From an optimization exercise on the open Yosys and OpenROAD flow, aimed at small area and few clock cycles; shortcuts taken in it are not production practice.
Only simulation tests tie the RTL to the original design; equivalence was not proved.
Power is estimated from default activity; no workload was simulated.

== build 70 ==
Design cached_example_decoder, start of the top module:
module cached_example_decoder
#(
    parameter int INDEX_BITS         = 32,
    parameter int LENGTH_FIELD_BYTES = 8
)
(
    input  logic        clk,
    input  logic        rst_n,
    input  logic        in_valid,
    output logic        in_ready,
    input  logic [7:0]  data_byte,
    input  logic        stream_end,
    output logic        out_valid,
    input  logic        out_ready,
    output logic [2:0]  kind,
    output logic [7:0]  namespace_id,
    output logic [31:0] feature_index,
    output logic [31:0] value_bits,
    output logic        last_of_example
);
For scale: roughly 1200 cells after synthesis, about 220 flip-flops, roughly 91 I/O pins, ~12000 sq um of cells after synthesis.
clock: 9.0 ns
lec_check: 0
cap_margin: 20
core_margin: 2
core_utilization: 55
slew_margin: 20
standard.sh (not shown) runs the stock make flow with config.mk's settings and CLKGATE_MAP_FILE= SYNTH_SCRIPT=/design/flow/synth_recipe.tcl, a recipe that flattens the netlist after the stock synthesis.
==> flow/flow/run.sh <==
#!/bin/bash
# The standard layout (standard.sh: the standard flow's synthesis script and the ORFS flow), with three
# changes made through ORFS's own variables:
#  - synthesis maps the logic with an area-oriented ABC script (flow/abc_area.script, used in
#    place of ORFS's abc_speed.script in a copy of ORFS's scripts folder; nothing else in the
#    copy differs, and registers are mapped before ABC runs, so they are the standard ones);
#  - the port buffers that placement inserts are buf_1 cells instead of the default choice;
#  - clock tree synthesis builds from clkbuf_4 / clkbuf_8 and inserts no dummy loads.
# Each tool's full output is in the ORFS logs under orfs/logs/; make's output is in
# standard_flow.log in this folder.
set -euo pipefail
rm -rf scripts_abc
cp -r "$FLOW_HOME/scripts" scripts_abc
cp flow/abc_area.script scripts_abc/abc_speed.script
export SCRIPTS_DIR="$PWD/scripts_abc"
export BUFFER_PORTS_ARGS="-buffer_cell sky130_fd_sc_hd__buf_1"
export CTS_ARGS="-sink_clustering_enable -repair_clock_nets -dont_use_dummy_load -buf_list {sky130_fd_sc_hd__clkbuf_4 sky130_fd_sc_hd__clkbuf_8}"
bash standard.sh > standard_flow.log 2>&1
==> flow/flow/abc_area.script <==
&get -n
&st
&dch
&nf
&st
&syn2
&dch
&nf
&st
&dch
&nf
&put
topo
dnsize -c
Build 70 went all the way through synthesis, placement and routing and the layout is clean on timing, DRC and antenna.
Testbench counts of build 70, summed over its fixed seeds: cycles 27,931.
Relative to build 70, the following input files were edited for trial 97:
-- flow/design.v --
<<< build 70, line 50
    logic        nsclr_q, nsclr_d;     
    logic [1:0]  fl_q, fl_d;           
    logic [4:0]  stg_q, stg_d;         
    logic        act_q, act_d;         
    logic        hb_q, hb_d;           
>>> trial 97, line 50
    logic        nsclr_q, nsclr_d;     
    logic [1:0]  fl_q, fl_d;           
    logic        act_q, act_d;         
    logic        hb_q, hb_d;           
<<< build 70, line 78
                      ((ph_q == PH_NSCOUNT) || (ph_q == PH_TAGLEN) ||
                       ((ph_q == PH_NSID) && (data_byte[7] || !oshow_q)) ||
                       ((ph_q == PH_NSLEN) && (cnt_q[2:0] != 3'd7)) ||
                       ((ph_q == PH_FEAT) && (cnt_q == 4'd0) && data_byte[7] && !tls_one));
    assign step     = in_valid && in_ready;
    always_comb
>>> trial 97, line 77
                      ((ph_q == PH_NSCOUNT) || (ph_q == PH_TAGLEN) ||
                       ((ph_q == PH_NSID) && (data_byte[7] || !oshow_q)) ||
                       ((ph_q == PH_NSLEN) && (cnt_q[2:0] != 3'd7)));
    assign step     = in_valid && in_ready;
    always_comb
<<< build 70, line 117
            if (int'(cnt_q) == (i + 2) / 7)
                contrib[i] = d7[(i + 2) % 7];
        if (cnt_q == 4'd1)
            contrib[4:0] = stg_q;
        idx_sum = idx_q + contrib;
        fl_cur  = (cnt_q == 4'd0) ? data_byte[1:0] : fl_q;
>>> trial 97, line 115
            if (int'(cnt_q) == (i + 2) / 7)
                contrib[i] = d7[(i + 2) % 7];
        idx_sum = idx_q + contrib;
        fl_cur  = (cnt_q == 4'd0) ? data_byte[1:0] : fl_q;
<<< build 70, line 130
        nsclr_d = nsclr_q;
        fl_d    = fl_q;
        stg_d   = stg_q;
        rv           = 1'b0;
        ok_d         = cedec_pkg::KIND_LABEL;
>>> trial 97, line 126
        nsclr_d = nsclr_q;
        fl_d    = fl_q;
        rv           = 1'b0;
        ok_d         = cedec_pkg::KIND_LABEL;
<<< build 70, line 245
            begin
                tls_d = tls_step;
                if (cnt_q != 4'd0 || vdone)
                    idx_d = idx_sum;
                if (cnt_q == 4'd0)
                    stg_d = d7[6:2];
                fl_d  = fl_cur;
                cnt_d = cnt_sat;
>>> trial 97, line 240
            begin
                tls_d = tls_step;
                idx_d = idx_sum;
                fl_d  = fl_cur;
                cnt_d = cnt_sat;
<<< build 70, line 349
            ns_q  <= ns_d;
            fl_q  <= fl_d;
            stg_q <= stg_d;
            act_q <= act_d;
            hb_q  <= hb_d;
>>> trial 97, line 341
            ns_q  <= ns_d;
            fl_q  <= fl_d;
            act_q <= act_d;
            hb_q  <= hb_d;
--- outcome ---
Diff build 70 and trial 97: highest cell delay on the worst timing path higher in build 70. Diff trial 97..build 70 | fraction of area in registers | negligible. Per the comparison of trial 97 with build 70, starting utilization of the core area has decreased, combined area of the multi-input logic cells decreased by about 2% relative to the old numbers. Going from build 70 to trial 97, power has decreased; setup slack at placement has decreased. Aggregate routed wire length across build 70 and trial 97: no real change. Build 70 reports its worst setup path startpoint as cnt_q[2]$_DFFE_PN0P_ while trial 97 reports data_byte[2]. Trial 97 against build 70: fraction of synthesized cell area in xor and xnor cells lower, fraction of synthesized area in multiplexers roughly the same.
Testbench counts of trial 97, summed over its fixed seeds: cycles 28,388.

-- static timing again, ports no longer ideal --
No port has a modelled driver above. Below, the same layouts with a new extraction and two added sets of constraints. Step 1: set_driving_cell puts a clkbuf_16 on clk and a buf_2 on each other input, an assumption about the parent block. Step 2 also shifts input and output timing later by t, the mid clock arrival at the registers, as if the neighbouring blocks saw the same clock. Three values: no drivers, after step 1, after step 2; two values: the first two.
run | shift t [ns] | slack for setup (ns) | cell pins on the clock port's net
build 70 | 0.560 | 3.007 / 3.007 / 2.551 | 1
trial 97 | 0.556 | 2.971 / 2.991 / 2.435 | 1
After both steps setup and hold are still met in every run listed. The setup slack of trial 97, which loses most, moves by +0.020 ns with the drivers and by -0.536 ns with both steps.
